Background: an optimization exercise with open tools, aiming at a short achievable clock period and few clock cycles. Do not read the settings as production practice.
The RTL was checked by simulation tests, not by an equivalence proof against the original design.
No activity file was given, so power comes from the tool's default toggle rates.

==> flow/design.v <==
package mipsIsaPkg;
    typedef logic [31:0] wordT;
    typedef logic [4:0]  regIdxT;
    typedef logic [5:0]  opcodeT;
    typedef logic [5:0]  functT;
    typedef logic [15:0] immT;
    typedef logic [25:0] jumpIdxT;
    localparam opcodeT OpRType = 6'h00;
    localparam opcodeT OpJ     = 6'h02;
    localparam opcodeT OpBeq   = 6'h04;
    localparam opcodeT OpOri   = 6'h0d;
    localparam opcodeT OpLui   = 6'h0f;
    localparam opcodeT OpLw    = 6'h23;
    localparam opcodeT OpSw    = 6'h2b;
    localparam functT FnAddu = 6'h21;
    localparam functT FnSubu = 6'h23;
    localparam wordT ResetPc = 32'h0000_3000;
endpackage
package coreUarchPkg;
    typedef enum logic [2:0] {
        StFetch,
        StWaitInstr,
        StDecode,
        StExecute,
        StMemAccess,
        StWaitMem,
        StWriteBack
    } ctrlStateT;
    typedef enum logic [1:0] {
        AluAdd,
        AluSub,
        AluOr,
        AluUpper
    } aluOpT;
    typedef enum logic [1:0] {
        PcSeq,
        PcBranch,
        PcJump
    } pcSelT;
    typedef struct packed {
        logic              valid;
        logic              write;
        logic [31:0]       addr;
        logic [31:0]       writeData;
    } busReqT;
    typedef struct packed {
        logic              valid;
        logic [31:0]       readData;
    } busRspT;
    localparam int NumCredits = 2;
    typedef logic [$clog2(NumCredits + 1)-1:0] creditCntT;
endpackage
`timescale 1ns/10ps
module coreControl (
    input  logic                 clk,
    input  logic                 rstN,
    input  mipsIsaPkg::wordT     instr,
    input  logic                 zero,
    input  logic                 canIssue,
    input  logic                 rspValid,
    output logic                 issueFetch,
    output logic                 issueLoad,
    output logic                 issueStore,
    output logic                 pcWrite,
    output logic                 irWrite,
    output coreUarchPkg::pcSelT  pcSel,
    output logic                 regWrite,
    output logic                 writeSel,
    output logic                 wbSel,
    output coreUarchPkg::aluOpT  aluOp,
    output logic                 immSigned,
    output logic                 useImm
);
    coreUarchPkg::ctrlStateT state;
    coreUarchPkg::ctrlStateT stateNext;
    mipsIsaPkg::opcodeT      opcode;
    mipsIsaPkg::functT       funct;
    logic isRType;
    logic isAddu;
    logic isSubu;
    logic isOri;
    logic isLui;
    logic isLw;
    logic isSw;
    logic isBeq;
    logic isJ;
    logic isAluOp;
    assign opcode  = instr[31:26];
    assign funct   = instr[5:0];
    assign isRType = opcode == mipsIsaPkg::OpRType;
    assign isAddu  = isRType && (funct == mipsIsaPkg::FnAddu);
    assign isSubu  = isRType && (funct == mipsIsaPkg::FnSubu);
    assign isOri   = opcode == mipsIsaPkg::OpOri;
    assign isLui   = opcode == mipsIsaPkg::OpLui;
    assign isLw    = opcode == mipsIsaPkg::OpLw;
    assign isSw    = opcode == mipsIsaPkg::OpSw;
    assign isBeq   = opcode == mipsIsaPkg::OpBeq;
    assign isJ     = opcode == mipsIsaPkg::OpJ;
    assign isAluOp = isAddu || isSubu || isOri || isLui;
    always_comb begin
        aluOp     = coreUarchPkg::AluAdd;
        useImm    = isOri || isLui || isLw || isSw;
        immSigned = isLw || isSw;
        if (isSubu || isBeq) begin
            aluOp = coreUarchPkg::AluSub;
        end else if (isOri) begin
            aluOp = coreUarchPkg::AluOr;
        end else if (isLui) begin
            aluOp = coreUarchPkg::AluUpper;
        end
    end
    assign writeSel = isOri || isLui || isLw;
    assign wbSel    = isLw;
    always_ff @(posedge clk) begin
        if (!rstN) begin
            state <= coreUarchPkg::StFetch;
        end else begin
            state <= stateNext;
        end
    end
    always_comb begin
        stateNext  = state;
        issueFetch = 1'b0;
        issueLoad  = 1'b0;
        issueStore = 1'b0;
        pcWrite    = 1'b0;
        irWrite    = 1'b0;
        pcSel      = coreUarchPkg::PcSeq;
        regWrite   = 1'b0;
        case (state)
            coreUarchPkg::StFetch: begin
                issueFetch = canIssue;
                if (canIssue) begin
                    stateNext = coreUarchPkg::StWaitInstr;
                end
            end
            coreUarchPkg::StWaitInstr: begin
                irWrite = rspValid;
                if (rspValid) begin
                    stateNext = coreUarchPkg::StDecode;
                end
            end
            coreUarchPkg::StDecode: begin
                stateNext = coreUarchPkg::StExecute;
            end
            coreUarchPkg::StExecute: begin
                if (isAluOp) begin
                    stateNext = coreUarchPkg::StWriteBack;
                end else if (isLw || isSw) begin
                    stateNext = coreUarchPkg::StMemAccess;
                end else begin
                    pcWrite   = 1'b1;
                    stateNext = coreUarchPkg::StFetch;
                    if (isJ) begin
                        pcSel = coreUarchPkg::PcJump;
                    end else if (isBeq && zero) begin
                        pcSel = coreUarchPkg::PcBranch;
                    end
                end
            end
            coreUarchPkg::StMemAccess: begin
                if (canIssue) begin
                    issueLoad  = isLw;
                    issueStore = isSw;
                    pcWrite    = isSw;
                    stateNext  = isLw ? coreUarchPkg::StWaitMem : coreUarchPkg::StFetch;
                end
            end
            coreUarchPkg::StWaitMem: begin
                if (rspValid) begin
                    stateNext = coreUarchPkg::StWriteBack;
                end
            end
            coreUarchPkg::StWriteBack: begin
                regWrite  = 1'b1;
                pcWrite   = 1'b1;
                stateNext = coreUarchPkg::StFetch;
            end
            default: begin
                stateNext = coreUarchPkg::StFetch;
            end
        endcase
    end
endmodule
`timescale 1ns/10ps
module fetchUnit (
    input  logic                 clk,
    input  logic                 rstN,
    input  logic                 pcWrite,
    input  logic                 irWrite,
    input  coreUarchPkg::pcSelT  pcSel,
    input  mipsIsaPkg::wordT     rspData,
    output mipsIsaPkg::wordT     pc,
    output mipsIsaPkg::wordT     instr
);
    mipsIsaPkg::wordT    pcPlus4;
    mipsIsaPkg::wordT    pcNext;
    mipsIsaPkg::immT     offset;
    mipsIsaPkg::jumpIdxT jumpIdx;
    assign offset  = instr[15:0];
    assign jumpIdx = instr[25:0];
    assign pcPlus4 = pc + 32'd4;
    always_comb begin
        case (pcSel)
            coreUarchPkg::PcBranch: pcNext = pcPlus4 + {{14{offset[15]}}, offset, 2'b00};
            coreUarchPkg::PcJump:   pcNext = {pcPlus4[31:28], jumpIdx, 2'b00};
            default:                pcNext = pcPlus4;
        endcase
    end
    always_ff @(posedge clk) begin
        if (!rstN) begin
            pc    <= mipsIsaPkg::ResetPc;
            instr <= '0;
        end else begin
            if (pcWrite) begin
                pc <= pcNext;
            end
            if (irWrite) begin
                instr <= rspData;
            end
        end
    end
endmodule
`timescale 1ns/10ps
module registerFile (
    input  logic                clk,
    input  logic                rstN,
    input  mipsIsaPkg::regIdxT  rs,
    input  mipsIsaPkg::regIdxT  rt,
    input  mipsIsaPkg::regIdxT  writeIdx,
    input  logic                writeEn,
    input  mipsIsaPkg::wordT    writeData,
    output mipsIsaPkg::wordT    rsData,
    output mipsIsaPkg::wordT    rtData
);
    mipsIsaPkg::wordT regs [32];
    always_ff @(posedge clk) begin
        if (!rstN) begin
            for (int i = 0; i < 32; i++) begin
                regs[i] <= '0;
            end
        end else if (writeEn && (writeIdx != '0)) begin
            regs[writeIdx] <= writeData;
        end
    end
    assign rsData = regs[rs];
    assign rtData = regs[rt];
endmodule
`timescale 1ns/10ps
module fastAdd (
    input  logic [31:0] a,
    input  logic [31:0] b,
    input  logic        cin,
    output logic [31:0] s
);
    logic [31:0] p;
    logic [31:0] g [6];
    logic [31:0] q [6];
    always_comb begin
        p    = a ^ b;
        g[0] = a & b;
        g[0][0] = (a[0] & b[0]) | (p[0] & cin);
        q[0] = p;
        for (int l = 0; l < 5; l++) begin
            for (int i = 0; i < 32; i++) begin
                if (i >= (1 << l)) begin
                    g[l+1][i] = g[l][i] | (q[l][i] & g[l][i - (1 << l)]);
                    q[l+1][i] = q[l][i] & q[l][i - (1 << l)];
                end else begin
                    g[l+1][i] = g[l][i];
                    q[l+1][i] = q[l][i];
                end
            end
        end
        s = p ^ {g[5][30:0], cin};
    end
endmodule
`timescale 1ns/10ps
module memPort (
    input  logic                  clk,
    input  logic                  rstN,
    input  logic                  issueFetch,
    input  logic                  issueLoad,
    input  logic                  issueStore,
    input  mipsIsaPkg::wordT      pc,
    input  mipsIsaPkg::wordT      addr,
    input  mipsIsaPkg::wordT      storeData,
    output coreUarchPkg::busReqT  memReq,
    input  logic                  memCredit,
    input  coreUarchPkg::busRspT  memRsp,
    output logic                  canIssue,
    output logic                  rspValid,
    output mipsIsaPkg::wordT      rspData
);
    coreUarchPkg::creditCntT credits;
    logic issue;
    assign canIssue = credits != '0;
    assign issue    = issueFetch || issueLoad || issueStore;
    always_ff @(posedge clk) begin
        if (!rstN) begin
            credits <= coreUarchPkg::creditCntT'(coreUarchPkg::NumCredits);
        end else if (issue && !memCredit) begin
            credits <= credits - 1'b1;
        end else if (!issue && memCredit) begin
            credits <= credits + 1'b1;
        end
    end
    always_ff @(posedge clk) begin
        if (!rstN) begin
            memReq.valid <= 1'b0;
            rspValid     <= 1'b0;
        end else begin
            memReq.valid <= issue;
            rspValid     <= memRsp.valid;
        end
        if (issue) begin
            memReq.write     <= issueStore;
            memReq.addr      <= issueFetch ? pc : addr;
            memReq.writeData <= storeData;
        end
        if (memRsp.valid) begin
            rspData <= memRsp.readData;
        end
    end
endmodule
`timescale 1ns/10ps
module mipsCore (
    input  logic                  clk,
    input  logic                  rstN,
    output logic                  memReqValid,
    output logic                  memReqWrite,
    output logic [31:0]           memReqAddr,
    output logic [31:0]           memReqWdata,
    input  logic                  memCredit,
    input  logic                  memRspValid,
    input  logic [31:0]           memRspData
);
    localparam int CW = 6;             
    localparam int NC = 1 << CW;
    localparam int TW = 12 - CW;       
    localparam int PW = 63;            
    logic [1:0]    used;
    logic [1:0]    tgRp;
    logic [1:0]    tgWp;
    logic [2:0]    tgV;
    logic          tgLd [3];
    logic [11:0]   tgPc [3];
    logic [2:0]    tgE  [3];
    logic          rqV;
    logic          rqLd;
    logic [11:0]   rqPc;
    logic [2:0]    rqE;
    logic [31:0]   rqW;
    logic [1:0]    dqCnt;
    logic          dqHd;
    logic          dqW  [2];
    logic          dqSkip [2];
    logic [15:0]   dqOH [2];      
    logic [31:0]   dqA  [2];
    logic [31:0]   dqD  [2];
    logic [1:0]    pqCnt;
    logic          pqHd;
    logic [11:0]   pqA  [2];
    logic [2:0]    pqE  [2];      
    logic [15:0]   dcV;
    logic [7:0]    dcTag [16];
    logic [31:0]   dcD   [16];
    logic          dcqV;        
    logic [31:0]   dcqW;
    logic [11:0]   ldA;         
    logic [15:0]   ldOH;        
    logic          ldDirty;     
    logic [NC-1:0] cV;
    logic [TW-1:0] cTag  [NC];
    logic [31:0]   cData [NC];
    logic [2:0]    cPre  [NC];    
    logic [11:0]   ppc;
    logic [2:0]    pEpoch;        
    logic          p2V;
    logic [11:0]   p2Pc;
    logic          p2Hit;
    logic [31:0]   fa;
    logic          f2V;
    logic [31:0]   f2Pc;
    logic [31:0]   f2Pc4;
    logic [31:0]   f2W;
    logic [2:0]    f2Pre;
    logic          f2Hit;
    logic          sV;
    logic [31:0]   sPc4;
    logic [31:0]   sW;
    logic          dV;
    logic [31:0]   dPc4;
    logic [31:0]   dW;
    logic          eV;
    logic          eWe;
    logic [4:0]    eDest;
    logic          eSub;
    logic          eOr;
    logic          eLoad;
    logic          eStore;
    logic          eBeq;
    logic [31:0]   eA;
    logic [31:0]   eB;
    logic [31:0]   eY;        
    logic [31:0]   eTarget;
    logic          rdV;
    logic          sbV;
    logic [4:0]    sbRt;
    logic [31:1]   sbOH;        
    logic [31:1]   eWeOH;       
    logic          dDep;        
    logic [NC-1:0] rqOH;        
    logic [31:0]   regs [32];
    logic [31:1]   regW;
    logic          wV;
    logic [31:1]   wOH;
    logic [4:0]    wDest;
    logic [31:0]   wD;
    logic rqLoad;
    logic rqFetch;
    logic ldDone;
    logic [31:0] ldData;
    assign ldDone  = (rqV && rqLd) || dcqV;
    assign ldData  = dcqV ? dcqW : rqW;
    assign rqLoad  = ldDone;
    assign rqFetch = rqV && !rqLd;
    logic        eVal;
    logic [31:0] sum;
    logic [31:0] eRes;
    logic        eTaken;
    logic        eMem;
    logic        eStall;
    logic        ePush;
    assign eVal   = eV && !rdV;
    fastAdd add_i (.a(eA), .b(eY), .cin(eSub), .s(sum));
    assign eRes   = eOr ? (eA | eY) : sum;
    assign eTaken = eVal && eBeq && (eA == eB);
    assign eMem   = eVal && (eLoad || eStore);
    assign eStall = eMem && dqCnt == 2'd2;
    logic [13:0] eAL;
    logic [3:0]  eIdx;
    logic        eHit;
    assign eAL    = eA[13:0] + eY[13:0];
    assign eIdx   = eAL[5:2];
    assign eHit   = eVal && eLoad && dqCnt == 2'd0 && dcV[eIdx] && dcTag[eIdx] == eAL[13:6];
    assign ePush  = eMem && !eStall;
    logic [5:0]  dOp;
    logic [5:0]  dFn;
    logic [4:0]  dRs;
    logic [4:0]  dRt;
    logic [4:0]  dRd;
    logic dIsR, dAddu, dSubu, dOri, dLui, dLw, dSw, dBeq;
    logic dUsesRs, dUsesRt;
    logic [4:0]  dDest;
    logic        dHaz;
    logic        dGo;
    logic        dAccept;
    logic [31:0] rsVal;
    logic [31:0] rtVal;
    function automatic logic [13:0] decode(input logic [31:0] w);
        logic [5:0] op;
        logic [5:0] fn;
        logic       addu, subu, ori, lui, lw, sw, beq;
        op   = w[31:26];
        fn   = w[5:0];
        addu = op == 6'h00 && fn == 6'h21;
        subu = op == 6'h00 && fn == 6'h23;
        ori  = op == 6'h0d;
        lui  = op == 6'h0f;
        lw   = op == 6'h23;
        sw   = op == 6'h2b;
        beq  = op == 6'h04;
        decode = {addu, subu, ori, lui, lw, sw, beq,
                  addu || subu || ori || lw || sw || beq,
                  addu || subu || sw || beq,
                  (addu || subu) ? w[15:11] : (ori || lui || lw) ? w[20:16] : 5'd0};
    endfunction
    logic [13:0] dDec;
    logic [4:0]  dRsN;        
    logic [4:0]  dRtN;
    assign dRs  = dW[25:21];
    assign dRt  = dW[20:16];
    assign {dAddu, dSubu, dOri, dLui, dLw, dSw, dBeq, dUsesRs, dUsesRt, dDest} = dDec;
    assign dHaz = sbV && !rqLoad && (dLw || dDep);
    assign dGo     = dV && !rdV && !dHaz && !eStall;
    assign dAccept = !dV || dGo;
    always_comb begin
        rsVal = (dRs != 5'd0 && regW[dRs]) ? regs[~dRsN] : 32'd0;
        rtVal = (dRt != 5'd0 && regW[dRt]) ? regs[~dRtN] : 32'd0;
        if (rqLoad && sbRt == dRs) rsVal = ldData;
        if (rqLoad && sbRt == dRt) rtVal = ldData;
        if (wV && wDest == dRs) rsVal = wD;
        if (wV && wDest == dRt) rtVal = wD;
        if (eVal && eWe && eDest == dRs) rsVal = eRes;
        if (eVal && eWe && eDest == dRt) rtVal = eRes;
    end
    logic [CW-1:0] fIdx;
    logic          fLkHit;
    logic [31:0]   fLkW;
    logic [2:0]    fLkPre;
    logic [2:0]    rqPre;
    function automatic logic [2:0] predecode(input logic [31:0] w);
        logic [5:0] op;
        op = w[31:26];
        predecode[0] = op == 6'h02;
        predecode[1] = op == 6'h04 && w[25:21] == w[20:16];
        predecode[2] = (op == 6'h00 && (w[5:0] == 6'h21 || w[5:0] == 6'h23) && w[15:11] != 5'd0) ||
                       ((op == 6'h0d || op == 6'h0f || op == 6'h23) && w[20:16] != 5'd0) ||
                       op == 6'h2b || op == 6'h04;
    endfunction
    assign rqPre = predecode(rqW);
    logic [5:0]    f2Op;
    logic          f2J;
    logic          f2BeqSame;
    logic          f2Useful;
    logic [31:0]   f2Jt;
    logic [31:0]   f2Bt;
    logic          f2Ok;
    logic          f2Miss;
    logic          f2Turn;
    logic          f2Pass;
    logic          f2Load;
    logic [31:0]   faNext;
    logic [CW-1:0] fIdxN;     
    assign fIdx   = ~fIdxN;
    always_comb begin
        if (rqFetch && rqPc == fa[13:2]) begin
            fLkHit = 1'b1;
            fLkW   = rqW;
            fLkPre = rqPre;
        end else begin
            fLkHit = cV[fIdx] && cTag[fIdx] == fa[13:CW+2];
            fLkW   = cData[fIdx];
            fLkPre = cPre[fIdx];
        end
    end
    assign f2Op      = f2W[31:26];
    assign f2J       = f2Pre[0];
    assign f2BeqSame = f2Pre[1];
    assign f2Useful  = f2Pre[2];
    logic [31:0]   fa4;
    fastAdd faInc_i (.a(fa), .b(32'd4), .cin(1'b0), .s(fa4));
    assign f2Jt      = {f2Pc4[31:28], f2W[25:0], 2'b00};
    fastAdd f2Bt_i (.a(f2Pc4), .b({{14{f2W[15]}}, f2W[15:0], 2'b00}), .cin(1'b0), .s(f2Bt));
    assign f2Ok      = f2V && f2Hit;
    assign f2Miss    = f2V && !f2Hit;
    assign f2Turn    = f2Ok && (f2J || f2BeqSame);
    assign f2Pass    = f2Ok && !f2Turn && (!f2Useful || !sV);
    assign f2Load    = !f2V || f2Pass;
    always_comb begin
        if (eTaken) begin
            faNext = eTarget;
        end else if (f2Turn) begin
            faNext = f2J ? f2Jt : f2Bt;
        end else if (f2Miss) begin
            faNext = f2Pc;
        end else if (f2Load) begin
            faNext = fa4;
        end else begin
            faNext = fa;
        end
    end
    logic [CW-1:0] pIdx;
    logic          pLkHit;
    logic [11:0]   pAhead;
    logic          pInWin;
    logic          pBehind;
    logic          pPendP2;
    logic          p2Push;
    logic          p2Load;
    logic          fMissPend;
    logic          pReset;
    logic [11:0]   pResetTo;
    logic          pFollow;
    logic [11:0]   pFollowTo;
    logic [11:0]   rdAhead;
    logic [CW-1:0] pIdxN;     
    assign pIdx   = ~pIdxN;
    assign pLkHit = (cV[pIdx] && cTag[pIdx] == ppc[11:CW]) || (rqFetch && rqPc == ppc);
    function automatic logic pending(input logic [11:0] a);
        pending = (pqCnt != 2'd0 && pqA[pqHd] == a) ||
                  (pqCnt == 2'd2 && pqA[!pqHd] == a) ||
                  (tgV[0] && !tgLd[0] && tgPc[0] == a) ||
                  (tgV[1] && !tgLd[1] && tgPc[1] == a) ||
                  (tgV[2] && !tgLd[2] && tgPc[2] == a) ||
                  (rqFetch && rqPc == a);
    endfunction
    assign pAhead  = p2Pc - fa[13:2] + 12'd1;
    assign pInWin  = pAhead <= 12'(PW);
    assign pBehind = pAhead[11];
    assign pPendP2 = pending(p2Pc);
    assign p2Push  = p2V && !p2Hit && !pPendP2 && pInWin && !pBehind && pqCnt != 2'd2;
    assign p2Load  = !p2V || p2Hit || p2Push || pPendP2 || pBehind;
    assign fMissPend = pending(f2Pc[13:2]) || (p2V && p2Pc == f2Pc[13:2]) || ppc == f2Pc[13:2];
    assign rdAhead   = ppc - eTarget[13:2];
    logic        rqJ;
    logic        rqB;
    assign rqJ   = rqW[31:26] == 6'h02;
    assign rqB   = rqW[31:26] == 6'h04 && rqW[25:21] == rqW[20:16];
    assign pFollow   = rqFetch && rqE == pEpoch &&
                       ((rqJ && rqW[11:0] > rqPc) || (rqB && !rqW[15]));
    assign pFollowTo = rqJ ? rqW[11:0] : rqPc + 12'd1 + rqW[11:0];
    logic pResetMiss;
    always_comb begin
        pReset   = 1'b0;
        pResetMiss = 1'b0;
        pResetTo = ppc;
        if (eTaken && rdAhead > 12'(PW)) begin
            pReset   = 1'b1;
            pResetTo = eTarget[13:2];
        end else if (f2Miss && !fMissPend) begin
            pReset   = 1'b1;
            pResetMiss = 1'b1;
            pResetTo = f2Pc[13:2];
        end else if (pFollow) begin
            pReset   = 1'b1;
            pResetTo = pFollowTo;
        end
    end
    logic slotOK;
    logic popD;
    logic popP;
    logic issue;
    logic        dqBus;
    logic [11:0] dqHA;
    logic        dqSkipHd;
    assign dqSkipHd = dqCnt != 2'd0 && dqSkip[dqHd];
    assign dqBus  = dqCnt != 2'd0 && !dqSkip[dqHd];
    assign dqHA   = dqA[dqHd][13:2];
    assign slotOK = (used != 2'd2) || memCredit;
    assign popD   = dqBus && slotOK;
    assign popP   = !dqBus && pqCnt != 2'd0 && slotOK;
    logic popX;
    assign popX   = !dqBus && pqCnt == 2'd0 && p2Push && slotOK;
    assign issue  = popD || popP || popX;
    always_ff @(posedge clk) begin
        if (!rstN) begin
            memReqValid <= 1'b0;
            used        <= 2'd0;
        end else begin
            memReqValid <= issue;
            used        <= used + {1'b0, issue} - {1'b0, memCredit};
        end
        if (dqBus) begin
            memReqWrite <= dqW[dqHd];
            memReqAddr  <= dqA[dqHd];
        end else begin
            memReqWrite <= 1'b0;
            memReqAddr  <= {18'b0, (pqCnt != 2'd0) ? pqA[pqHd] : p2Pc, 2'b00};
        end
        memReqWdata <= dqD[dqHd];
    end
    always_ff @(posedge clk) begin
        if (!rstN) begin
            dqCnt <= '0;
            dqHd  <= 1'b0;
            pqCnt <= '0;
            pqHd  <= 1'b0;
        end else begin
            dqCnt <= dqCnt + {1'b0, ePush} - {1'b0, popD || dqSkipHd};
            if (popD || dqSkipHd) dqHd <= !dqHd;
            if (pReset) begin
                pqCnt <= '0;
                pqHd  <= 1'b0;
            end else begin
                pqCnt <= pqCnt + {1'b0, p2Push && !popX} - {1'b0, popP};
                if (popP) pqHd <= !pqHd;
            end
        end
        if (ePush) begin
            dqW[dqHd ^ dqCnt[0]] <= eStore;
            dqSkip[dqHd ^ dqCnt[0]] <= eHit;
            for (int i = 0; i < 16; i++) begin
                dqOH[dqHd ^ dqCnt[0]][i] <= eIdx == 4'(i);
            end
            dqA[dqHd ^ dqCnt[0]] <= sum;
            dqD[dqHd ^ dqCnt[0]] <= eB;
        end
        if (p2Push && !popX) begin
            pqA[pqHd ^ pqCnt[0]] <= p2Pc;
            pqE[pqHd ^ pqCnt[0]] <= pEpoch;
        end
    end
    logic issueRead;
    assign issueRead = (popD && !dqW[dqHd]) || popP || popX;
    always_ff @(posedge clk) begin
        if (!rstN) begin
            tgRp <= 2'd0;
            tgWp <= 2'd0;
            tgV  <= '0;
            rqV  <= 1'b0;
        end else begin
            if (issueRead) begin
                tgWp <= (tgWp == 2'd2) ? 2'd0 : tgWp + 2'd1;
            end
            if (memRspValid) begin
                tgRp <= (tgRp == 2'd2) ? 2'd0 : tgRp + 2'd1;
            end
            for (int i = 0; i < 3; i++) begin
                if (issueRead && tgWp == 2'(i)) begin
                    tgV[i] <= 1'b1;
                end else if (memRspValid && tgRp == 2'(i)) begin
                    tgV[i] <= 1'b0;
                end
            end
            rqV <= memRspValid;
        end
        tgLd[tgWp] <= dqBus;
        tgPc[tgWp] <= (pqCnt != 2'd0) ? pqA[pqHd] : p2Pc;
        tgE[tgWp]  <= (pqCnt != 2'd0) ? pqE[pqHd] : pEpoch;
        rqLd <= tgLd[tgRp];
        rqPc <= tgPc[tgRp];
        rqE  <= tgE[tgRp];
        rqW  <= memRspData;
    end
    logic        dcSt;
    logic        dcLd;
    logic [15:0] dqHOH;
    assign dqHOH = dqOH[dqHd];
    assign dcSt  = popD && dqW[dqHd];
    assign dcLd  = rqV && rqLd && !ldDirty;
    always_ff @(posedge clk) begin
        if (!rstN) begin
            dcV  <= '0;
            dcqV <= 1'b0;
        end else begin
            dcqV <= eHit;
            for (int i = 0; i < 16; i++) begin
                if ((dcSt && dqHOH[i]) || (dcLd && ldOH[i])) begin
                    dcV[i] <= 1'b1;
                end
            end
        end
        dcqW <= dcD[eIdx];
        for (int i = 0; i < 16; i++) begin
            if (dcSt && dqHOH[i]) begin
                dcTag[i] <= dqHA[11:4];
                dcD[i]   <= dqD[dqHd];
            end else if (dcLd && ldOH[i]) begin
                dcTag[i] <= ldA[11:4];
                dcD[i]   <= rqW;
            end
        end
        if (popD && !dqW[dqHd]) begin
            ldA     <= dqHA;
            ldOH    <= dqHOH;
            ldDirty <= 1'b0;
        end else if (dcSt && (dqHOH & ldOH) != 16'd0) begin
            ldDirty <= 1'b1;
        end
    end
    always_ff @(posedge clk) begin
        if (!rstN) begin
            cV   <= '0;
            rqOH <= '0;
        end else begin
            for (int i = 0; i < NC; i++) begin
                rqOH[i] <= memRspValid && !tgLd[tgRp] && tgPc[tgRp][CW-1:0] == CW'(i);
                if (rqOH[i]) begin
                    cV[i] <= 1'b1;
                end
            end
        end
        for (int i = 0; i < NC; i++) begin
            if (rqOH[i]) begin
                cTag[i]  <= rqPc[11:CW];
                cData[i] <= rqW;
                cPre[i]  <= rqPre;
            end
        end
    end
    always_ff @(posedge clk) begin
        if (!rstN) begin
            ppc <= 12'hc00;
            p2V <= 1'b0;
            pEpoch <= 3'd0;
        end else if (pReset) begin
            ppc <= pResetMiss ? pResetTo + 12'd1 : pResetTo;
            p2V <= pResetMiss;
            pEpoch <= pEpoch + 3'd1;
        end else if (p2Load) begin
            ppc <= ppc + 12'd1;
            p2V <= 1'b1;
        end
        if (!rstN) begin
            pIdxN <= ~CW'(12'hc00);
        end else if (pReset) begin
            pIdxN <= pResetMiss ? ~(pResetTo[CW-1:0] + CW'(1)) : ~pResetTo[CW-1:0];
        end else if (p2Load) begin
            pIdxN <= ~(ppc[CW-1:0] + CW'(1));
        end
        if (pReset) begin
            p2Pc  <= pResetTo;
            p2Hit <= 1'b0;
        end else if (p2Load) begin
            p2Pc  <= ppc;
            p2Hit <= pLkHit;
        end
    end
    logic [31:0] dBt;
    fastAdd dBt_i (.a(dPc4), .b({{14{dW[15]}}, dW[15:0], 2'b00}), .cin(1'b0), .s(dBt));
    logic [31:0] dWIn;
    logic [13:0] dDecIn;
    logic [4:0]  sbRtNext;
    assign dWIn     = sV ? sW : f2W;
    assign dDecIn   = decode(dWIn);
    assign sbRtNext = (dGo && dLw) ? dRt : sbRt;
    function automatic logic dep(input logic [31:0] w, input logic [4:0] r);
        logic [13:0] d;
        d   = decode(w);
        dep = r != 5'd0 && ((d[6] && w[25:21] == r) || (d[5] && w[20:16] == r) || d[4:0] == r);
    endfunction
    logic depSD, depSS, depFD, depFS;
    assign depSD = dep(sW, dRt);
    assign depSS = dep(sW, sbRt);
    assign depFD = dep(f2W, dRt);
    assign depFS = dep(f2W, sbRt);
    always_ff @(posedge clk) begin
        if (!rstN) begin
            fa  <= 32'h0000_3000;
            fIdxN <= ~CW'(32'h0000_3000 >> 2);
            f2V <= 1'b0;
            dV  <= 1'b0;
            sV  <= 1'b0;
        end else begin
            fa <= faNext;
            fIdxN <= ~faNext[CW+1:2];
            if (eTaken || f2Turn || f2Miss) begin
                f2V <= 1'b0;
            end else if (f2Load) begin
                f2V <= 1'b1;
            end
            if (eTaken) begin
                dV <= 1'b0;
                sV <= 1'b0;
            end else begin
                if (dAccept) begin
                    dV <= sV || (f2Pass && f2Useful);
                end
                if (sV) begin
                    sV <= !dAccept || (f2Pass && f2Useful);
                end else begin
                    sV <= !dAccept && f2Pass && f2Useful;
                end
            end
        end
        if (f2Load) begin
            f2Pc  <= fa;
            f2Pc4 <= fa4;
            f2W   <= fLkW;
            f2Pre <= fLkPre;
            f2Hit <= fLkHit;
        end
        if (dAccept) begin
            dPc4 <= sV ? sPc4 : f2Pc4;
            dW  <= sV ? sW  : f2W;
            dDec <= dDecIn;
            dRsN <= ~dWIn[25:21];
            dRtN <= ~dWIn[20:16];
            dDep <= sV ? ((dGo && dLw) ? depSD : depSS) : ((dGo && dLw) ? depFD : depFS);
        end
        if (!sV || dAccept) begin
            sPc4 <= f2Pc4;
            sW  <= f2W;
        end
    end
    always_ff @(posedge clk) begin
        if (!rstN) begin
            eV  <= 1'b0;
            rdV <= 1'b0;
            sbV <= 1'b0;
        end else begin
            if (!eStall) begin
                eV <= dGo;
            end
            rdV <= eTaken;
            if (dGo && dLw) begin
                sbV <= 1'b1;
            end else if (rqLoad || (rdV && eV && eLoad)) begin
                sbV <= 1'b0;
            end
        end
        if (dGo && dLw) begin
            sbRt <= dRt;
            for (int i = 1; i < 32; i++) begin
                sbOH[i] <= dRt == 5'(i);
            end
        end
        if (!eStall) begin
            eWe     <= (dAddu || dSubu || dOri || dLui) && dDest != 5'd0;
            eDest   <= dDest;
            for (int i = 1; i < 32; i++) begin
                eWeOH[i] <= (dAddu || dSubu || dOri || dLui) && dDest == 5'(i);
            end
            eSub    <= dSubu;
            eOr     <= dOri || dLui;
            eLoad   <= dLw;
            eStore  <= dSw;
            eBeq    <= dBeq;
            eA      <= dLui ? 32'd0 : rsVal;
            eB      <= rtVal;
            eY      <= dLui ? {dW[15:0], 16'b0} :
                       dOri ? {16'b0, dW[15:0]} :
                       (dLw || dSw) ? {{16{dW[15]}}, dW[15:0]} :
                       dSubu ? ~rtVal : rtVal;
            eTarget <= dBt;
        end
    end
    logic eWrite;
    assign eWrite = eV && !rdV;
    always_ff @(posedge clk) begin
        if (!rstN) begin
            wV <= 1'b0;
        end else begin
            wV <= eWrite && eWe;
        end
        wOH   <= eWeOH;
        wDest <= eDest;
        wD    <= eRes;
    end
    always_ff @(posedge clk) begin
        if (!rstN) begin
            regW <= '0;
        end else begin
            for (int i = 1; i < 32; i++) begin
                if ((wV && wOH[i]) || (rqLoad && sbOH[i])) begin
                    regW[i] <= 1'b1;
                end
            end
        end
        for (int i = 1; i < 32; i++) begin
            if (wV && wOH[i]) begin
                regs[i] <= wD;
            end else if (rqLoad && sbOH[i]) begin
                regs[i] <= ldData;
            end
        end
    end
endmodule
==> flow/run.sh <==
#!/bin/bash
# synth_recipe.tcl (not shown) runs the flow's synth.tcl, then flattens the netlist and writes it again
# the make line also repeats each setting of config.mk as NAME=value (left out here)
make -C /OpenROAD-flow-scripts/flow DESIGN_CONFIG=/design/flow/config.mk WORK_HOME=/design/flow/orfs CLKGATE_MAP_FILE= SYNTH_SCRIPT=/design/flow/synth_recipe.tcl finish
==> flow/config.mk <==
export PLATFORM = sky130hd
export DESIGN_NAME = mipsCore
export DESIGN_NICKNAME = mipsCore
export VERILOG_FILES = /design/flow/design.v
export SDC_FILE = /design/flow/constraint.sdc
export NUM_CORES = 4
export LEC_CHECK = 0
export ABC_CLOCK_PERIOD_IN_PS = 2500
export CAP_MARGIN = 20
export CORE_MARGIN = 2
export CORE_UTILIZATION = 30
export PLACE_DENSITY = 0.35
export SETUP_SLACK_MARGIN = 5
export SLEW_MARGIN = 20
export TNS_END_PERCENT = 10
==> flow/constraint.sdc <==
create_clock -name core_clock -period 11.0 [get_ports {clk}]
set_input_delay 2.2000 -clock core_clock [delete_from_list [all_inputs] [get_ports {clk}]]
set_output_delay 2.2000 -clock core_clock [all_outputs]
set_load 0.01 [all_outputs]
==> results.txt, run 1 <==
crit path max-delay cell type=o32ai_1; number of max-cap violations=0; root buf cell=clkbuf_16; crit path launch=pIdxN[5]; CTS H-tree lvls=6; maximum root-to-sink buffer count=4; filler cell count=approximately 75,000; post-synth top area share=0.637; RSZ-0062 raised after global routing=no; P per Cell Area=~250 mW/mm2; # IOs=~100; Clock Latency Late Sink=between 1 and 1.5 ns; TritonRoute pass-1 iters=8; Setup TNS=0 ns; Post-CTS Hold Buffers=0; Warnings, synthesis=between 40 and 50; most frequent cell on the critical path=buf_4; largest family of logic cells by synthesized area=compound AO/OA/AOI/OAI gates; first-pass GRT wire length=1,760,000 um; syn_area_per_cell=between 10 and 15 um2; TritonCTS clock tree=yes; Final Wtd Congestion=approximately 0.89; Required @ worst endpoint=between 10 and 15 ns; R2R Path Start=pIdxN[5]; total wire length=1,370,000 um; row count=around 320; flop2flop setup slack=slightly above 5 ns; Placed Area=around 0.25 mm2; worst hold stages=0; HPWL Detailed=827,000 um; Post-Syn Area=about 0.23 mm2; fraction of registers with async set/reset=0; share of cells above drive strength 1=0.129; crit-path max FO=20; Max Clock Skew=0.0618 ns; Initial Utilization=0.301; Via density=around 6.2; post-CTS setup repair buffer count=0; max_slew headroom=0.114; count of final setup violators=0; Seq/Total Area, Yosys=0.677; FMAX=172 MHz; worst min path class=reg -> reg; max incr delay on CP=0.96 ns; fin nets=18,400; overflow left after global routing=0; Hold Crit Start=eWeOH[11]; Vias=about 180k; DR DRC count=0; Final Slew Violations=0; Synth Area in Compound Gates=0.152; clock sinks=approximately 5,400; Reg clk slew, reported paths=0.06 ns; gr usage total=0.341; multi-input logic area=0.0702 mm2; xor/xnor share of the synthesized area=0.0180; hold-critical path endpoint=wOH[11]; RR Endpoint=p2Hit; leak pwr=around 90 nW; post-CTS sizing=0; Finished Cell Area=around 0.27 mm2; register area=between 0.15 and 0.2 mm2; CP endpoint kind=flop; Avg WL per Cell=47.3 um; Die Wd=between 800 and 900 um; Worst setup SP type=flop; critical-path cell list=buf_4, nand2b_1, nor2_1, a2111oi_1, nand3_1, or4_1, o32ai_1, buf_4, xor2_1, nand4_1, o41ai_1, and2_1; pin count of the biggest net entering global routing=139; DIE HEIGHT=roughly 900 um; Final Hold Fails=0; number of synthesized flops with an enable pin=between 4,000 and 5,000; Worst VDD drop=between 150 and 200 uV; utilization after layout=0.350; CP arrival=6.93 ns; Die ar.=0.777 mm2; vias in the first global route=about 170k; Commonest cells post-synth=edfxtp_1, nor2_1, a21oi_1; Post-Syn Instances=about 18,000; cell taking the most area after synthesis=edfxtp_1; outcome=no timing/DRC/antenna violations; post-synthesis sequential element count=between 5,000 and 6,000; Num CTS Buffers=649; Synth Flop Type=edfxtp_1; Synth area leaders=edfxtp_1, a22oi_1, a21oi_1; post-synthesis simple-gate area fraction=0.0941; top-count cell post-synth=edfxtp_1; Final Hold Slack=approximately 0.33 ns; Yosys cell types=102; min Tclk post-route=5.83 ns; mux share of post-synthesis cell area=0.0194; Layout area overhead=16.3%; Post-Syn Nets=between 15,000 and 20,000; Synth Area in Adders=0.00906; First DRT Iteration DRCs=about 31,000; crit share post-route=0.530; Antenna Nets Post-Route=0; PortBufs=slightly above 100; Least-Margin Pin Slew=about 1.3 ns; total core area=~0.77 mm2; R2R cell count=12; initial antenna violation count=between 100 and 150; WS Path Type=reg -> reg
where the power goes:
part	internal (W)	switching, W	total (W)
Sequential	0.0240	0.00178	0.0258
Clock	0.0121	0.00930	0.0214
Combinational	0.00504	0.0139	0.0190
Total	0.0411	0.0250	0.0662
how the worst max path moves through the flow:
| stage | slack, ns | end |
|---|---|---|
| after floorplan | 3.78 | dDep |
| after global placement | 5.01 | dcD[5][31] |
| after detailed placement | 5.00 | dcD[5][31] |
| after CTS | 5.46 | f2Hit |
| after global routing | 5.17 | ppc[11] |
| final | 5.17 | p2Hit |
worst max-delay path: cells and delay by family, from the launching register on:
kind / cells / cell delay, ns
xor+xnor: 1 / 0.17
buf+inv: 2 / 0.66
compound gates: 3 / 2.02
flops: 1 / 0.62
simple gates: 6 / 2.27
routing by layer:
metal,vias to the layer above,routed length (um),GRT usage,part of all wire
li1,70400,-,-,-
met1,95200,555000,0.455,0.40
met2,11800,625000,0.542,0.46
met3,2599,118000,0.0637,0.086
met4,10,72900,0.148,0.053
met5,-,73,0,0.000053
state kept, by name, summed over array words and instances, names as in the netlist, 48 cells and up, named ones only:
register  cells
cData      2048
cPre        192
cTag        384
cV           64
dcD         512
dcTag       128
dqA          64
dqD          64
regs        992
rqOH         64
tgPc         48
area by class of cell:
class | instances | share of cell area
flip-flops and latches | 5357 | 0.583
multi-input cells | 11000 | 0.261
clock buffers | 857 | 0.0657
well taps | 10200 | 0.0475
repair buffers | 936 | 0.0283
clock inverters | 330 | 0.0100
inverters | 239 | 0.00336
diodes | 72 | 0.000670
cells in the final DEF, fill, tap and decap left out, types with 78 or more instances in the layout:
cell type and instances:
a22oi_1 1711, dfxtp_1 342, nor3_1 132, and3_1 160, clkinv_1 153, a221oi_1 262
dfxtp_4 99, xnor2_1 300, nand2_1 577, a222oi_1 114, edfxtp_1 4898, a22o_1 301
mux2i_1 128, o21ai_0 237, nor4_1 115, xor2_1 171, clkinv_2 81, ha_1 156
nand4_1 340, nand2b_1 94, a21oi_1 1961, buf_4 807, nor2_1 2301, nand3_1 499
clkbuf_1 165, inv_1 234, clkdlybuf4s50_1 100, a31oi_1 78, clkbuf_16 667
cell families (layout without fill, tap and decap cells):
logic type | Yosys count | count (layout)
xor+xnor | 475 | 475
fa+ha+maj | 163 | 163
other cells | 0 | 72
compound gates | 5238 | 5238
mux | 348 | 348
buf+inv | 1835 | 2362
simple gates | 4764 | 4764
flops | 5357 | 5357
per-stage QoR:
stage | cells | setup slack [ns] | total power [W]
after floorplan | 18200 | 3.78 | 0.0342
after global placement | 27700 | 5.01 | 0.0447
after detailed placement | 27700 | 5.00 | 0.0446
after CTS | 28900 | 5.46 | 0.0659
after global routing | 28900 | 5.17 | 0.0675
final | 29000 | 5.17 | 0.0662
Testbench counts, summed over its fixed seeds: cycles 45,493.
==> run 2, diff against run 1 <==
--- a/flow/design.v
+++ b/flow/design.v
@@ -602,6 +602,8 @@
                        ((rqJ && rqW[11:0] > rqPc) || (rqB && !rqW[15]));
     assign pFollowTo = rqJ ? rqW[11:0] : rqPc + 12'd1 + rqW[11:0];
     logic pResetMiss;
+    logic [11:0] f2PcP1;      
+    assign f2PcP1 = f2Pc[13:2] + 12'd1;
     always_comb begin
         pReset   = 1'b0;
         pResetMiss = 1'b0;
@@ -776,7 +778,7 @@
             p2V <= 1'b0;
             pEpoch <= 3'd0;
         end else if (pReset) begin
-            ppc <= pResetMiss ? pResetTo + 12'd1 : pResetTo;
+            ppc <= pResetMiss ? f2PcP1 : pResetTo;
             p2V <= pResetMiss;
             pEpoch <= pEpoch + 3'd1;
         end else if (p2Load) begin
@@ -786,7 +788,7 @@
         if (!rstN) begin
             pIdxN <= ~CW'(12'hc00);
         end else if (pReset) begin
-            pIdxN <= pResetMiss ? ~(pResetTo[CW-1:0] + CW'(1)) : ~pResetTo[CW-1:0];
+            pIdxN <= pResetMiss ? ~f2PcP1[CW-1:0] : ~pResetTo[CW-1:0];
         end else if (p2Load) begin
             pIdxN <= ~(ppc[CW-1:0] + CW'(1));
         end
==> flow/flow/run.sh (new file) <==
#!/bin/bash
set -uo pipefail
MARGIN=7.5
bash standard.sh synth > run_synth.log 2>&1 || { tail -40 run_synth.log; exit 1; }
bash standard.sh SETUP_SLACK_MARGIN=$MARGIN "BUFFER_PORTS_ARGS=-buffer_cell sky130_fd_sc_hd__buf_8" MATCH_CELL_FOOTPRINT=0 finish > run_layout.log 2>&1 || { tail -40 run_layout.log; exit 1; }
==> flow/standard.sh (new file) <==
#!/bin/bash
# synth_recipe.tcl (not shown) runs the flow's synth.tcl, then flattens the netlist and writes it again
# the make line also repeats each setting of config.mk as NAME=value (left out here)
make -C /OpenROAD-flow-scripts/flow DESIGN_CONFIG=/design/flow/config.mk WORK_HOME=/design/flow/orfs CLKGATE_MAP_FILE= SYNTH_SCRIPT=/design/flow/synth_recipe.tcl "${@:-finish}"
--- a/flow/config.mk
+++ b/flow/config.mk
@@ -10,6 +10,5 @@
 export CORE_MARGIN = 2
 export CORE_UTILIZATION = 30
 export PLACE_DENSITY = 0.35
-export SETUP_SLACK_MARGIN = 5
 export SLEW_MARGIN = 20
 export TNS_END_PERCENT = 10
removed: flow/run.sh
==> results.txt, run 2 <==
Seq/Total Area, Yosys=0.682 (+0.00525); DIE HEIGHT=878 um (-0.38%); fin nets=18,400 (+0.087%); pin count of the biggest net entering global routing=81 (-42%); Layout area overhead=19.8%; Via density=6.28 (+1.1%); commonest cells after routing, fill and taps aside=edfxtp_1, nor2_1, a21oi_1, a22oi_1, buf_4; Antenna Nets Post-Route=0 (unchanged); root buf cell=clkbuf_16; Post-Syn Instances=17,900 (-1.8%); fraction of registers with async set/reset=0 (unchanged); CTS H-tree lvls=6 (unchanged); Die Wd=878 um (-0.38%); total wire length=1,390,000 um (+1.3%); Initial Utilization=0.300 (about the same); Vias=182,000 (+0.93%); Required @ worst endpoint=11.86 ns (-0.24 ns); Final Wtd Congestion=0.990 (+11%); clock sinks=5,357 (unchanged); Synth area leaders=edfxtp_1, a22oi_1, a21oi_1; post-synthesis sequential element count=5,357 (unchanged); TritonCTS clock tree=yes; max incr delay on CP=0.51 ns (-0.45 ns); sequential fraction of design power=0.389 (about the same); Avg WL per Cell=48.0 um (+1.5%); P per Cell Area=240 mW/mm2 (-2.5%); sw frac=0.366 (-0.0127); outcome=no timing/DRC/antenna violations; CP endpoint kind=flop; cell taking the most area after synthesis=edfxtp_1; dpl cells=27,300 (-1.5%); Biggest register=cData; Clock Latency Late Sink=1.20 ns (+0.02 ns); syn_area_per_cell=12.8 um2 (+1.1%); number of synthesized flops with an enable pin=4,898 (unchanged); Reg clk slew, reported paths=0.06 ns (about the same); maximum root-to-sink buffer count=4 (unchanged); row count=321 (-0.31%); FMAX=250 MHz (+46%); first-pass GRT wire length=1,770,000 um (+0.64%); Pint=0.0418 W (+1.6%); number of max-cap violations=0 (unchanged); biggest regs=cData: 2048 flops, regs: 992 flops, dcD: 512 flops; vias in the first global route=166,000 (-0.84%); HPWL Detailed=791,000 um (-4.4%); commonest non-fill, non-tap cell in the layout=edfxtp_1; min Tclk post-route=4.00 ns (-1.82 ns); share of cells above drive strength 1=0.167 (+0.0373); Post-Syn Area=0.229 mm2 (-0.77%); Commonest cells post-synth=edfxtp_1, nor2_1, a21oi_1; count of final setup violators=0 (unchanged); Comb power frac=0.291 (+0.004); Post-CTS Hold Buffers=0 (unchanged); # IOs=102 (unchanged); gr usage total=0.345 (+0.00425); DR DRC count=0 (unchanged); overflow left after global routing=0 (unchanged); Yosys cell types=99 (-2.9%); post-synth top area share=0.642 (+0.00494); Clock Power Share=0.320 (-0.003); top-count cell post-synth=edfxtp_1; Total Power=0.0659 W (-0.39%); Final Hold Fails=0 (unchanged); TritonRoute pass-1 iters=12 (+4); PortBufs=101 (unchanged); Worst VDD drop=180 uV (-1.8%); leak pwr=92.8 nW (+2.2%); Max Clock Skew=0.0756 ns (+0.0138 ns); crit share post-route=0.364 (-0.166); initial antenna violation count=121 (+2.5%); Switch Pwr=0.0241 W (-3.7%); First DRT Iteration DRCs=32,100 (+4.3%); Final Slew Violations=0 (unchanged); Die ar.=0.771 mm2 (-0.77%); max reg flops=2,048 (unchanged); critical-path cell list=buf_4, nor3b_2, and2_4, buf_4, a22oi_1, nand3_1, nor3_1, or3b_2, o211ai_1, a31oi_1, a21o_1, mux2i_1, nand3_1; crit-path max FO=12 (-40%); Post-Syn Nets=18,100 (-1.8%); max_slew headroom=0.135 (+0.0206); Layout Cells excl Fill=28,900 (-0.16%); crit path max-delay cell type=or3b_2; WS Path Type=reg -> reg; RSZ-0062 raised after global routing=yes; Least-Margin Pin Slew=1.30 ns (-0.0277 ns); Warnings, synthesis=42 (unchanged); Setup TNS=0 ns (unchanged); worst min path class=reg -> reg; Synth Flop Type=edfxtp_1; CP arrival=4.86 ns (-2.07 ns); total core area=0.763 mm2 (-0.68%); Worst setup SP type=flop; Num CTS Buffers=646 (-0.46%)
run 2: power groups by stage:
stage / clock, W / sequential (W) / combinational [W]
global route: 0.0220 / 0.0257 / 0.0195
CTS: 0.0213 / 0.0256 / 0.0184
detailed placement: 0 / 0.0262 / 0.0163
finish: 0.0211 / 0.0256 / 0.0192
global placement: 0 / 0.0262 / 0.0163
floorplan: 0 / 0.0250 / 0.00839
run 2: logic make-up (layout without fill, tap and decap cells):
logic type / Yosys count / in the layout / synth area share
simple gates: 4426 / 4438 / 0.0859
buf+inv: 1776 / 2615 / 0.0295
compound gates: 5308 / 5316 / 0.156
xor+xnor: 492 / 492 / 0.0189
other cells: 0 / 54 / 0
mux: 330 / 330 / 0.0187
flops: 5357 / 5357 / 0.682
fa+ha+maj: 163 / 163 / 0.00913
run 2: stage by stage:
stage / worst slack, ns / utilization / instance area [um2] / hold WS (ns)
after floorplan: 3.95 / - / 229000 / 0.323
after global placement: 5.53 / 0.323 / 246000 / 0.324
after detailed placement: 5.50 / 0.323 / 247000 / 0.327
after CTS: 7.04 / 0.359 / 274000 / 0.334
after global routing: 7.00 / 0.360 / 274000 / 0.339
final: 7.00 / 0.360 / 275000 / 0.335
run 2: path summary, 6_finish.rpt:
kind             start  endpoint  slack [ns]  depth (start not counted)
min reg2reg  eWeOH[19]   wOH[19]        0.34                          0
min          eWeOH[19]   wOH[19]        0.34                          0
max            dRtN[2]    eY[29]        7.00                         13
max reg2reg    dRtN[2]    eY[29]        7.00                         13
run 2: what timing repair did:
action / 4_1_cts / 5_1_grt
pin swaps: 195 / 43
gates resized for setup: 850 / 78
buffers inserted: 334 / 27
gates cloned: 31 / 11
setup endpoints to repair: 1764 / 1619
run 2: final cells by class:
| cell class | count | area [um2] |
|---|---|---|
| flip-flops and latches | 5357 | 157000 |
| well taps | 10200 | 12700 |
| clock inverters | 280 | 2220 |
| diodes | 54 | 135 |
| repair inverters | 1 | 7.51 |
| inverters | 223 | 865 |
| fillers | 73400 | 488000 |
| multi-input cells | 10700 | 71400 |
| clock buffers | 892 | 17900 |
| repair buffers | 1219 | 12600 |
run 2: critical path, delay by kind of cell (launching register included):
| kind | cells | cell delay, ns |
|---|---|---|
| muxes | 1 | 0.15 |
| buffers and inverters | 2 | 0.51 |
| AOI/OAI and AO/OA | 4 | 1.17 |
| and+or+nand+nor | 6 | 1.44 |
| DFF | 1 | 0.35 |
run 2: routing by layer:
layer	wire length (um)	part of all wire	vias up	GRT usage
met5	334	0.00024	-	0.000984
met3	127000	0.092	3053	0.0703
met1	556000	0.40	95500	0.459
li1	-	-	70000	-
met4	74700	0.054	34	0.152
met2	632000	0.45	13100	0.545
Testbench counts of run 2, summed over its fixed seeds: cycles 45,493.
==> run 3, diff against run 2 <==
--- a/flow/config.mk
+++ b/flow/config.mk
@@ -11,4 +11,4 @@
 export CORE_UTILIZATION = 30
 export PLACE_DENSITY = 0.35
 export SLEW_MARGIN = 20
-export TNS_END_PERCENT = 10
+export TNS_END_PERCENT = 30
==> results.txt, run 3 <==
outcome=no timing/DRC/antenna violations; max_slew headroom=0.177 (+0.0421); Clock Latency Late Sink=1.18 ns (-0.02 ns); DIE HEIGHT=878 um (unchanged); Biggest register=cData; TritonCTS clock tree=yes; DR DRC count=0 (unchanged); Synth Flop Type=edfxtp_1; Hold Crit Start=eWeOH[11]; mux share of post-synthesis cell area=0.0187 (unchanged); Post-Syn Nets=18,100 (unchanged); Die ar.=0.771 mm2 (unchanged); share of cells above drive strength 1=0.179 (+0.0129); Yosys cell types=99 (unchanged); Post-Syn Instances=17,900 (unchanged); root buf cell=clkbuf_16; Post-Syn Area=0.229 mm2 (unchanged); Placed Area=0.247 mm2 (+0.11%); HPWL Detailed=801,000 um (+1.3%); P per Cell Area=241 mW/mm2 (+0.46%); initial antenna violation count=96 (-21%); Synth area leaders=edfxtp_1, a22oi_1, a21oi_1; min Tclk post-route=3.99 ns (-0.0113 ns); Commonest cells post-synth=edfxtp_1, nor2_1, a21oi_1; Layout area overhead=20.7%; post-synth top area share=0.642 (unchanged); Final Hold Fails=0 (unchanged); overflow left after global routing=0 (unchanged); biggest regs=cData: 2048 flops, regs: 992 flops, dcD: 512 flops; crit-path max FO=19 (+7); commonest non-fill, non-tap cell in the layout=edfxtp_1; RR Endpoint=dcqV; post-synthesis sequential element count=5,357 (unchanged); R2R Path Start=eA[2]; Post-CTS Hold Buffers=0 (unchanged); largest family of logic cells by synthesized area=compound AO/OA/AOI/OAI gates; Warnings, synthesis=42 (unchanged); PortBufs=101 (unchanged); First DRT Iteration DRCs=31,100 (-3.1%); Worst setup SP type=flop; CP endpoint kind=flop; Initial Utilization=0.300 (unchanged); most frequent cell on the critical path=buf_4; FMAX=251 MHz (+0.28%); Reg clk slew, reported paths=0.06 ns (about the same); max reg flops=2,048 (unchanged); hold-critical path endpoint=wOH[11]; filler cell count=73,200 (-0.19%); worst min path class=reg -> reg; Avg WL per Cell=48.0 um (about the same); Finished Cell Area=0.277 mm2 (+0.75%); commonest cells after routing, fill and taps aside=edfxtp_1, nor2_1, a21oi_1, a22oi_1, buf_4; Die Wd=878 um (unchanged); gr usage total=0.346 (+0.000619); Vias=182,000 (+0.23%); critical-path cell list=inv_2, ha_4, buf_12, buf_4, xnor2_1, buf_4, nand2_2, nor3_2, buf_6, and2_1, o41ai_4, xnor2_1, nand4_1, nor4_4, buf_4, and2_1; first-pass GRT wire length=1,770,000 um (about the same); top-count cell post-synth=edfxtp_1; CP arrival=5.06 ns (+0.20 ns); Synth Area in Adders=0.00913 (unchanged); xor/xnor share of the synthesized area=0.0189 (unchanged); Final Slew Violations=0 (unchanged); CTS H-tree lvls=6 (unchanged); worst hold stages=0 (unchanged); Num CTS Buffers=646 (unchanged); leak pwr=93.8 nW (+1.0%); cell taking the most area after synthesis=edfxtp_1; fin nets=18,600 (+0.96%); flop2flop setup slack=7.01 ns (about the same); TritonRoute pass-1 iters=10 (-2); Antenna Nets Post-Route=0 (unchanged); clock sinks=5,357 (unchanged); pin count of the biggest net entering global routing=140 (+73%); crit path max-delay cell type=edfxtp_1; syn_area_per_cell=12.8 um2 (unchanged); R2R cell count=16 (+3); Setup TNS=0 ns (unchanged); max incr delay on CP=0.51 ns (about the same); row count=321 (unchanged); WS Path Type=reg -> reg; number of synthesized flops with an enable pin=4,898 (unchanged); Worst VDD drop=238 uV (+32%); Least-Margin Pin Slew=1.23 ns (-0.0632 ns); count of final setup violators=0 (unchanged); total core area=0.763 mm2 (unchanged); Via density=6.25 (-0.41%); maximum root-to-sink buffer count=4 (unchanged); Required @ worst endpoint=12.07 ns (+0.21 ns); Seq/Total Area, Yosys=0.682 (unchanged); number of max-cap violations=0 (unchanged); crit share post-route=0.363 (-0.00103); vias in the first global route=167,000 (+0.51%); # IOs=102 (unchanged); fraction of registers with async set/reset=0 (unchanged); Final Wtd Congestion=0.929 (-6.1%); post-synthesis simple-gate area fraction=0.0859 (unchanged); total wire length=1,400,000 um (+0.65%); RSZ-0062 raised after global routing=yes; Synth Area in Compound Gates=0.156 (unchanged); Max Clock Skew=0.0618 ns (-0.0138 ns)
[run 3: cell counts after synthesis]
No cell type changed its count.
[run 3: cell families (layout without fill, tap and decap cells)]
kind of cell    count (synthesis)  count (layout)
other cells                     0              67
compound gates               5308            5323
fa+ha+maj                     163             163
simple gates                 4426            4440
xor+xnor                      492             492
buf+inv                      1776            2779
mux                           330             330
flops                        5357            5357
[run 3: where the power goes]
group          internal, W  switching [W]
Combinational      0.00637         0.0139
Clock               0.0116        0.00925
Sequential          0.0240        0.00159
[run 3: layout make-up]
type	count	area (um2)	area share
Sequential cell	5357	157000	0.567
Multi-Input combinational cell	10700	72000	0.260
Clock buffer	880	17600	0.0638
Timing Repair Buffer	1385	14300	0.0515
Tap cell	10200	12700	0.0460
Clock inverter	288	2130	0.00771
Inverter	223	860	0.00311
Antenna cell	67	168	0.000606
Timing Repair inverter	3	22.5	0.0000814
[run 3: what timing repair did]
item                       in CTS  in global routing
setup endpoints to repair    1838               1146
gates cloned                   42                 17
gates resized for setup       841                352
pin swaps                     212                157
setup buffers                 395                 88
[run 3: worst max path at each step]
stage	slack [ns]	end	startpoint	cells past startpoint
2_1_floorplan	3.99	dDep	eStore	7
3_3_place_gp	5.32	dqSkip[0]	eA[3]	12
3_5_place_dp	5.35	dqSkip[0]	eA[3]	12
4_1_cts	6.97	dcqV	eA[2]	15
5_1_grt	7.00	pqCnt[1]	p2Pc[1]	18
6_report	7.01	dcqV	eA[2]	16
[run 3: critical path: cells and delay by family, from the launching register on]
| kind | cells | cell delay, ns |
|---|---|---|
| AO/OA/AOI/OAI | 1 | 0.12 |
| XOR/XNOR | 2 | 0.39 |
| adder cells (fa/ha/maj) | 1 | 0.22 |
| buffers and inverters | 6 | 1.22 |
| flip-flops | 1 | 0.51 |
| AND/OR/NAND/NOR | 6 | 1.42 |
[run 3: through the flow]
stage	utilization	hold WS, ns	power [W]	worst slack [ns]	std cells
3_5_place_dp	0.324	0.327	0.0427	5.35	27300
3_3_place_gp	0.323	0.325	0.0428	5.32	27300
5_1_grt	0.362	0.341	0.0679	7.00	29100
6_report	0.363	0.330	0.0667	7.01	29100
4_1_cts	0.359	0.334	0.0655	6.97	29000
2_1_floorplan	-	0.323	0.0334	3.99	17900
[run 3: metal layers]
metal	up-vias	wire length (um)	GRT usage
li1	70300	-	-
met1	96200	553000	0.454
met4	38	79000	0.157
met5	-	629	0.00394
met3	2987	128000	0.0712
met2	12500	637000	0.550
==> run 4, diff against run 3 <==
==> flow/flow/run.sh (replaced) <==
#!/bin/bash
set -uo pipefail
MARGIN=8
bash standard.sh synth > run_synth.log 2>&1 || { tail -40 run_synth.log; exit 1; }
bash standard.sh SETUP_SLACK_MARGIN=$MARGIN "BUFFER_PORTS_ARGS=-buffer_cell sky130_fd_sc_hd__buf_8" MATCH_CELL_FOOTPRINT=0 finish > run_layout.log 2>&1 || { tail -40 run_layout.log; exit 1; }
==> results.txt, run 4 <==
Die ar.=0.771 mm2 (unchanged); Antenna Nets Post-Route=0 (unchanged); DIE HEIGHT=878 um (unchanged); Clock Latency Late Sink=1.19 ns (about the same); hold-critical path endpoint=wOH[18]; worst hold stages=0 (unchanged); multi-input logic area=0.0760 mm2 (+5.5%); first-pass GRT wire length=1,840,000 um (+4.0%); Worst setup SP type=flop; P per Cell Area=239 mW/mm2 (-0.77%); row count=321 (unchanged); most frequent cell on the critical path=buf_6; Required @ worst endpoint=12.05 ns (-0.02 ns); CP arrival=4.97 ns (-0.09 ns); Commonest cells post-synth=edfxtp_1, nor2_1, a21oi_1; RR Endpoint=ppc[1]; TritonCTS clock tree=yes; total wire length=1,460,000 um (+4.2%); Layout area overhead=27.7%; post-synth top area share=0.642 (unchanged); FMAX=255 MHz (+1.8%); count of final setup violators=0 (unchanged); outcome=no timing/DRC/antenna violations; First DRT Iteration DRCs=33,400 (+7.4%); initial antenna violation count=117 (+22%); Setup TNS=0 ns (unchanged); crit path max-delay cell type=edfxtp_1; Final Slew Violations=0 (unchanged); Post-CTS Hold Buffers=0 (unchanged); Hold Crit Start=eWeOH[18]; Final Hold Fails=0 (unchanged); Die Wd=878 um (unchanged); CP endpoint kind=flop; Max Clock Skew=0.0718 ns (+0.0101 ns); HPWL Detailed=799,000 um (-0.34%); DR DRC count=0 (unchanged); Via density=6.29 (+0.64%); Post-Syn Area=0.229 mm2 (unchanged); top-count cell post-synth=edfxtp_1; number of max-cap violations=0 (unchanged); post-synthesis sequential element count=5,357 (unchanged); CTS H-tree lvls=6 (unchanged); cell taking the most area after synthesis=edfxtp_1; Num CTS Buffers=644 (-0.31%); commonest non-fill, non-tap cell in the layout=edfxtp_1; crit path launch=p2Pc[2]; critical-path cell list=ha_1, fa_2, a21o_1, a21oi_2, o211ai_1, a2111o_1, o211ai_1, and4_4, buf_6, buf_6, buf_6, nand2b_4, nor2_4, buf_12, clkinvlp_4, o211a_1; Yosys cell types=99 (unchanged); # IOs=102 (unchanged); register area=0.157 mm2 (about the same); Vias=188,000 (+3.5%); Warnings, synthesis=42 (unchanged); Least-Margin Pin Slew=1.24 ns (+0.00840 ns); Layout Cells excl Fill=30,000 (+2.8%); clock sinks=5,357 (unchanged); Synth Flop Type=edfxtp_1; biggest regs=cData: 2048 flops, regs: 992 flops, dcD: 512 flops; commonest cells after routing, fill and taps aside=edfxtp_1, nor2_1, a21oi_1, a22oi_1, buf_4; Top Family by Delay on Critical Path=compound AO/OA/AOI/OAI gates; share of cells above drive strength 1=0.241 (+0.0620); Reg clk slew, reported paths=0.06 ns (about the same); fraction of registers with async set/reset=0 (unchanged); crit-path max FO=5 (-14); leak pwr=101 nW (+7.7%); TritonRoute pass-1 iters=10 (unchanged); vias in the first global route=171,000 (+2.5%); Post-Syn Instances=17,900 (unchanged); Seq/Total Area, Yosys=0.682 (unchanged); min Tclk post-route=3.92 ns (-0.0715 ns); Initial Utilization=0.300 (unchanged); Post-Syn Nets=18,100 (unchanged); overflow left after global routing=0 (unchanged); pin count of the biggest net entering global routing=101 (-28%); flop2flop setup slack=7.08 ns (+0.07 ns); worst min path class=reg -> reg; max reg flops=2,048 (unchanged); RSZ-0062 raised after global routing=yes; PortBufs=101 (unchanged); filler cell count=72,300 (-1.2%); WS Path Type=reg -> reg; crit share post-route=0.356 (-0.00650); root buf cell=clkbuf_16; Worst VDD drop=218 uV (-8.6%); max incr delay on CP=0.49 ns (-0.02 ns); Synth area leaders=edfxtp_1, a22oi_1, a21oi_1; gr usage total=0.361 (+0.0155); syn_area_per_cell=12.8 um2 (unchanged); R2R cell count=16 (unchanged); fin nets=19,400 (+4.6%); dpl cells=27,300 (-0.048%); Worst Path Buf+Inv=5 (-1); max_slew headroom=0.171 (-0.00560); Avg WL per Cell=48.7 um (+1.3%); number of synthesized flops with an enable pin=4,898 (unchanged); Final Wtd Congestion=0.940 (+1.1%); total core area=0.763 mm2 (unchanged); maximum root-to-sink buffer count=4 (unchanged); R2R Path Start=p2Pc[2]; Biggest register=cData
-- run 4: how the worst max path moves through the flow --
stage / end / slack (ns) / cells past startpoint
after floorplan: dDep / 3.99 / 7
after global placement: dcqV / 5.42 / 14
after detailed placement: dcqV / 5.31 / 14
after CTS: memReqWdata[12] / 7.09 / 1
after global routing: ppc[2] / 6.97 / 19
final: ppc[1] / 7.08 / 16
-- run 4: cells by family (layout without fill, tap and decap cells) --
group,after synthesis,in the layout,share of synthesized area
multiplexers,330,330,0.0187
adder cells (fa/ha/maj),163,163,0.00913
XOR/XNOR,492,492,0.0189
AND/OR/NAND/NOR,4426,4449,0.0859
flip-flops,5357,5357,0.682
other,0,34,0
AO/OA/AOI/OAI,5308,5328,0.156
buffers and inverters,1776,3623,0.0295
-- run 4: metrics by stage --
step | setup slack [ns] | hold slack [ns] | power (W) | area (um2) | utilization
after floorplan | 3.99 | 0.323 | 0.0334 | 229000 | -
after global placement | 5.42 | 0.324 | 0.0430 | 247000 | 0.323
after detailed placement | 5.31 | 0.327 | 0.0430 | 247000 | 0.323
after CTS | 7.09 | 0.332 | 0.0683 | 287000 | 0.377
after global routing | 6.97 | 0.344 | 0.0711 | 293000 | 0.384
final | 7.08 | 0.338 | 0.0700 | 293000 | 0.384
-- run 4: where the power goes --
group	switching, W	internal [W]	leakage (nW)
logic	0.0152	0.00817	42.2
registers	0.00161	0.0240	49.1
clock network	0.00925	0.0118	9.71
total	0.0261	0.0439	101
-- run 4: repair_timing --
item / CTS / global route
setup buffers: 1009 / 262
cloned: 131 / 14
pin swaps: 625 / 348
gates resized for setup: 2260 / 534
endpoints found under the setup margin: 3327 / 2214
-- run 4: per-layer routing --
metal | track usage | part of all wire | wire [um]
met1 | 0.477 | 0.39 | 573000
met2 | 0.561 | 0.45 | 649000
met3 | 0.0752 | 0.096 | 140000
met4 | 0.188 | 0.066 | 95800
met5 | 0.000246 | 0.00027 | 396
-- run 4: area by class of cell --
| class | count | share of cell area |
|---|---|---|
| clock buffers | 869 | 0.0602 |
| repair inverters | 3 | 0.0000770 |
| flip-flops and latches | 5357 | 0.536 |
| inverters | 223 | 0.00294 |
| multi-input cells | 10800 | 0.260 |
| diodes | 34 | 0.000291 |
| well taps | 10200 | 0.0435 |
| clock inverters | 293 | 0.00773 |
| repair buffers | 2235 | 0.0899 |

## afterwards: timing with drivers on the ports
Ports are ideal in the flow. The routed layouts listed here were re-timed in OpenROAD.
Step 1: set_driving_cell puts a clkbuf_16 on clk and a buf_2 on each other input, an assumption about the parent block.
Step 2 adds t to the input delays and takes it off the output delays; t is the mean of the earliest and latest rising clock arrival at the registers after step 1. Input paths then give back, and output paths get back, about the clock's delay inside the block.
Slacks: ideal ports / drivers / drivers and shift; pairs: ideal ports / drivers.
run	t, ns	setup slack, ns	worst register clock-pin slew, ns	worst data-port slew with drivers (ns)
run 1	1.300	5.175 / 5.175 / 5.175	0.07 / 0.07	0.22
run 2	1.297	6.997 / 6.997 / 5.871	0.07 / 0.07	0.11
run 3	1.286	7.009 / 6.974 / 5.986	0.07 / 0.07	0.08
run 4	1.299	7.080 / 7.032 / 6.353	0.07 / 0.07	0.08
After both steps setup and hold are still met in every run listed. For run 2, which loses most, drivers alone change the setup slack by 0.000 ns; drivers and shift together by -1.126 ns.
